Background: an optimization exercise with open tools, aiming at small area and a short achievable clock period. Do not read the settings as production practice.
Where RTL was checked, it was by simulation tests only, not by an equivalence proof against the original.
Power is estimated from default activity; no workload was simulated.

==> flow/design.v (excerpt) <==
module cpu_top (
    input  logic        clk,
    input  logic        reset,
    input  logic        run,
    input  logic        prog_valid,
    input  logic [15:0] prog_addr,
    input  logic [31:0] prog_word,
    output logic        prog_ready,
    output logic        retire_valid,
    output logic [31:0] retire_pc,
    output logic [31:0] retire_instr,
    output logic        retire_we,
    output logic [4:0]  retire_rd,
    output logic [31:0] retire_value
);
For scale: about 8800 cells after synthesis, roughly 130000 µm² of cells after synthesis.
clock: 13.0 ns
lec_check: 0
cap_margin: 20
core_margin: 2
core_utilization: 40
setup_slack_margin: 1.0
slew_margin: 20
synth_hierarchical: 1
standard.sh (not shown) runs the stock make flow with config.mk's settings and CLKGATE_MAP_FILE= SYNTH_SCRIPT=/design/flow/synth_recipe.tcl, a recipe that flattens the netlist after the stock synthesis.
==> flow/flow/run.sh <==
#!/bin/bash
# Own layout flow: the standard synthesis, then every combinational cell set to its
# smallest size, then the standard ORFS layout with timing repair aimed well below the clock
# period, small clock-tree buffers and plain port buffers.
set -euo pipefail
R=orfs/results/$FLOW_PLATFORM/cpu_top/base
KNOBS=(
  "SETUP_SLACK_MARGIN=7.5"
  "TNS_END_PERCENT=10"
  "CTS_BUF_LIST=sky130_fd_sc_hd__clkbuf_16"
  "CTS_CLUSTER_SIZE=28"
  "CTS_CLUSTER_DIAMETER=90"
  "BUFFER_PORTS_ARGS=-buffer_cell sky130_fd_sc_hd__buf_2"
)
bash standard.sh synth > log_synth.txt 2>&1
RESULTS=$R openroad -no_init -exit flow/downsize.tcl > log_downsize.txt 2>&1
touch $R/1_synth.sdc
bash standard.sh "${KNOBS[@]}" finish > log_layout.txt 2>&1
==> flow/flow/downsize.tcl <==
# Area recovery before floorplanning: every combinational cell of the synthesized netlist is
# set to the smallest cell of its own family (same logic function, e.g. a22oi_2 -> a22oi_1).
# Flip-flops and tie cells are left as synthesis made them. Timing repair later sizes up
# the cells that need it.
set results $::env(RESULTS)
read_db $results/1_synth.odb
set db [ord::get_db]
set block [ord::get_db_block]

proc family {name} {
    if {[regexp {^(sky130_fd_sc_hd__[a-z0-9]+)_([0-9]+)$} $name -> base drive]} {
        return $base
    }
    return ""
}

set skip {df edf sdf sedf dl conb tap fill decap lpflow probe clkdly dlygate}
array set best {}
array set best_area {}
foreach lib [$db getLibs] {
    foreach m [$lib getMasters] {
        set n [$m getName]
        set fam [family $n]
        if {$fam eq ""} { continue }
        set a [expr {double([$m getWidth]) * [$m getHeight]}]
        if {![info exists best($fam)] || $a < $best_area($fam)} {
            set best($fam) $m
            set best_area($fam) $a
        }
    }
}

set swapped 0
set kept 0
foreach inst [$block getInsts] {
    set m [$inst getMaster]
    set n [$m getName]
    set fam [family $n]
    if {$fam eq ""} { incr kept; continue }
    set short [string range $fam 17 end]
    set hit 0
    foreach s $skip {
        if {[string match "${s}*" $short]} { set hit 1; break }
    }
    if {$hit} { incr kept; continue }
    set a [expr {double([$m getWidth]) * [$m getHeight]}]
    if {$best_area($fam) < $a} {
        $inst swapMaster $best($fam)
        incr swapped
    }
}
puts "downsize: swapped $swapped instances, kept $kept"
write_db $results/1_synth.odb
The baseline finished but fails on max-slew violations.
Next try:
--- a/flow/flow/run.sh
+++ b/flow/flow/run.sh
@@ -10,3 +10 @@
-  "CTS_BUF_LIST=sky130_fd_sc_hd__clkbuf_16"
-  "CTS_CLUSTER_SIZE=28"
-  "CTS_CLUSTER_DIAMETER=90"
+  "CTS_BUF_LIST=sky130_fd_sc_hd__clkbuf_4 sky130_fd_sc_hd__clkbuf_8"
After rerunning: The changed run completed and failed the layout checks on max-slew violations; non-clock buffer count rose by 11; clock skew rose by 49 ps; critical path depth fell by 1; register-to-register slack hardly moves; utilization rose by 1.9 points; flip-flop and latch count is unchanged; setup slack is better by 230 ps; maximum frequency rose by 3.9%.
No run of this note included a check of the RTL's function; only the layout flow was run.


Another version of the RTL of cpu_top (not shown whole).
Size: about 8500 cells after synthesis, ~160 I/O pins, roughly 0.13 mm^2 of cells after synthesis.
Design cpu_top, start of the top module:
module cpu_top (
    input  logic        clk,
    input  logic        reset,
    input  logic        run,
    input  logic        prog_valid,
    input  logic [15:0] prog_addr,
    input  logic [31:0] prog_word,
    output logic        prog_ready,
    output logic        retire_valid,
    output logic [31:0] retire_pc,
    output logic [31:0] retire_instr,
    output logic        retire_we,
    output logic [4:0]  retire_rd,
    output logic [31:0] retire_value
);
clock: 13.0 ns
lec_check: 0
cap_margin: 20
core_margin: 2
core_utilization: 40
setup_slack_margin: 1.0
slew_margin: 20
synth_hierarchical: 1
==> flow/flow/run.sh <==
#!/bin/bash
# Own layout flow: the standard synthesis, then every combinational cell set to its
# smallest size, then the standard ORFS layout with timing repair aimed well below the clock
# period, small clock-tree buffers and plain port buffers.
set -euo pipefail
R=orfs/results/$FLOW_PLATFORM/cpu_top/base
KNOBS=(
  "SETUP_SLACK_MARGIN=7.5"
  "TNS_END_PERCENT=10"
  "CTS_BUF_LIST=sky130_fd_sc_hd__clkbuf_16"
  "CTS_CLUSTER_SIZE=24"
  "CTS_CLUSTER_DIAMETER=80"
  "CORE_UTILIZATION=55"
  "BUFFER_PORTS_ARGS=-buffer_cell sky130_fd_sc_hd__buf_2"
)
bash standard.sh synth > log_synth.txt 2>&1
RESULTS=$R openroad -no_init -exit flow/downsize.tcl > log_downsize.txt 2>&1
touch $R/1_synth.sdc
bash standard.sh "${KNOBS[@]}" finish > log_layout.txt 2>&1
Scripts as last shown in full above: flow/flow/downsize.tcl
Edit:
--- a/flow/flow/run.sh
+++ b/flow/flow/run.sh
@@ -11,5 +11,5 @@
   "CTS_CLUSTER_SIZE=24"
   "CTS_CLUSTER_DIAMETER=80"
-  "CORE_UTILIZATION=55"
+  "PRE_IO_PLACEMENT_TCL=$PWD/flow/io.tcl"
   "BUFFER_PORTS_ARGS=-buffer_cell sky130_fd_sc_hd__buf_2"
 )
--- a/flow/flow/downsize.tcl
+++ b/flow/flow/downsize.tcl
@@ -44,4 +44,19 @@
     }
     if {$hit} { incr kept; continue }
+    # the last gates of the load-data path to retire_value keep drive strength 2
+    set keep 0
+    foreach it [$inst getITerms] {
+        if {[$it isOutputSignal] && [$it getNet] ne "NULL"} {
+            set nn [[$it getNet] getName]
+            foreach pat {ld_lo_n* ld_hi_n* wb* retire_value*} {
+                if {[string match $pat $nn]} { set keep 1 }
+            }
+        }
+    }
+    if {$keep} {
+        set m2 [$db findMaster "${fam}_2"]
+        if {$m2 ne "NULL"} { $inst swapMaster $m2; incr swapped }
+        continue
+    }
     set a [expr {double([$m getWidth]) * [$m getHeight]}]
     if {$best_area($fam) < $a} {
==> flow/flow/io.tcl (new file) <==
# Keep run next to the outputs that follow it combinationally.
set_io_pin_constraint -group -order -pin_names {prog_ready retire_valid run retire_we}
After rerunning: Routed wire length goes up by about 0.9%; maximum frequency decreases by about 2.3%; clock power climbs by 6.6%; global-route usage fell by 11 points; design area rises by about 0.4%; synthesized cell count does not change; via count fell by about 1.5%.
Edit:
--- a/flow/flow/run.sh
+++ b/flow/flow/run.sh
@@ -11,4 +11,5 @@
   "CTS_CLUSTER_SIZE=24"
   "CTS_CLUSTER_DIAMETER=80"
+  "CORE_UTILIZATION=55"
   "PRE_IO_PLACEMENT_TCL=$PWD/flow/io.tcl"
   "BUFFER_PORTS_ARGS=-buffer_cell sky130_fd_sc_hd__buf_2"
The changed run ran to the end with no violations.
Final area came out lower by 2.1%.
Utilization is higher by 17 points.
Final cell count fell by 9.4%.
Non-clock buffer count shrinks by 46.
Edit:
--- a/flow/flow/run.sh
+++ b/flow/flow/run.sh
@@ -11,5 +11,4 @@
   "CTS_CLUSTER_SIZE=24"
   "CTS_CLUSTER_DIAMETER=80"
-  "CORE_UTILIZATION=55"
   "PRE_IO_PLACEMENT_TCL=$PWD/flow/io.tcl"
   "BUFFER_PORTS_ARGS=-buffer_cell sky130_fd_sc_hd__buf_2"
--- a/flow/flow/downsize.tcl
+++ b/flow/flow/downsize.tcl
@@ -44,19 +44,4 @@
     }
     if {$hit} { incr kept; continue }
-    # the last gates of the load-data path to retire_value keep drive strength 2
-    set keep 0
-    foreach it [$inst getITerms] {
-        if {[$it isOutputSignal] && [$it getNet] ne "NULL"} {
-            set nn [[$it getNet] getName]
-            foreach pat {ld_lo_n* ld_hi_n* wb* retire_value*} {
-                if {[string match $pat $nn]} { set keep 1 }
-            }
-        }
-    }
-    if {$keep} {
-        set m2 [$db findMaster "${fam}_2"]
-        if {$m2 ne "NULL"} { $inst swapMaster $m2; incr swapped }
-        continue
-    }
     set a [expr {double([$m getWidth]) * [$m getHeight]}]
     if {$best_area($fam) < $a} {
The new run finished clean.
Maximum frequency hardly moves.
Final area grows by 1.9%.
Routed wire length grows by 2.0%.
Synthesized cell count stays the same.
Edit:
--- a/flow/flow/run.sh
+++ b/flow/flow/run.sh
@@ -9,7 +9,6 @@
   "TNS_END_PERCENT=10"
   "CTS_BUF_LIST=sky130_fd_sc_hd__clkbuf_16"
-  "CTS_CLUSTER_SIZE=24"
-  "CTS_CLUSTER_DIAMETER=80"
-  "PRE_IO_PLACEMENT_TCL=$PWD/flow/io.tcl"
+  "CTS_CLUSTER_SIZE=28"
+  "CTS_CLUSTER_DIAMETER=90"
   "BUFFER_PORTS_ARGS=-buffer_cell sky130_fd_sc_hd__buf_2"
 )
removed: flow/flow/io.tcl
Synthesized area stays the same.
Fmax goes up by 0.46%.
Setup slack is better by 0.028 ns.
Design area drops by 0.58%.
Power went down by 2.1%.
Wire length decreases by 1.5%.
Core utilization came out lower by 0.27 points.
Global-route usage came out lower by 0.56 points.
Combinational power went down by about 3%.
Hold slack gets worse by 0.0097 ns.
Clock power falls by 5.8%.

==> static timing again, ports no longer ideal <==
The results above use ideal ports. As a check the final layouts listed here were re-extracted and re-timed, cells and wires unchanged. Step 1 (the two cells are an assumption about what drives the block):
set clk [get_ports {clk}]
set_driving_cell -lib_cell sky130_fd_sc_hd__clkbuf_16 $clk
set_driving_cell -lib_cell sky130_fd_sc_hd__buf_2 [delete_from_list [all_inputs] $clk]
Step 2 times the ports against the registers' clock, not the clock port: input delays grow and output delays shrink by t, the midpoint of the rising clock arrivals with the driver on. Three values: ideal, step 1, step 2; two values: the first two.
run | t, ns | setup slack, ns | worst setup path after step 2
the first run of note 1 | 1.006 | 6.735 / 6.331 / 5.325 | input to register
the second run of note 1 | 1.254 | 6.967 / 6.537 / 5.306 | input to register
the first run of note 2 | 0.944 | 7.062 / 6.795 / 5.879 | input to register
the second run of note 2 | 1.018 | 6.921 / 6.468 / 5.505 | input to register
the third run of note 2 | 0.965 | 6.936 / 6.489 / 5.530 | input to register
the fourth run of note 2 | 1.003 | 6.919 / 6.667 / 5.664 | input to register
the fifth run of note 2 | 0.975 | 6.946 / 6.544 / 5.631 | input to register
For the second run of note 1, which loses most, drivers alone change the setup slack by -0.430 ns; drivers and shift together by -1.661 ns.
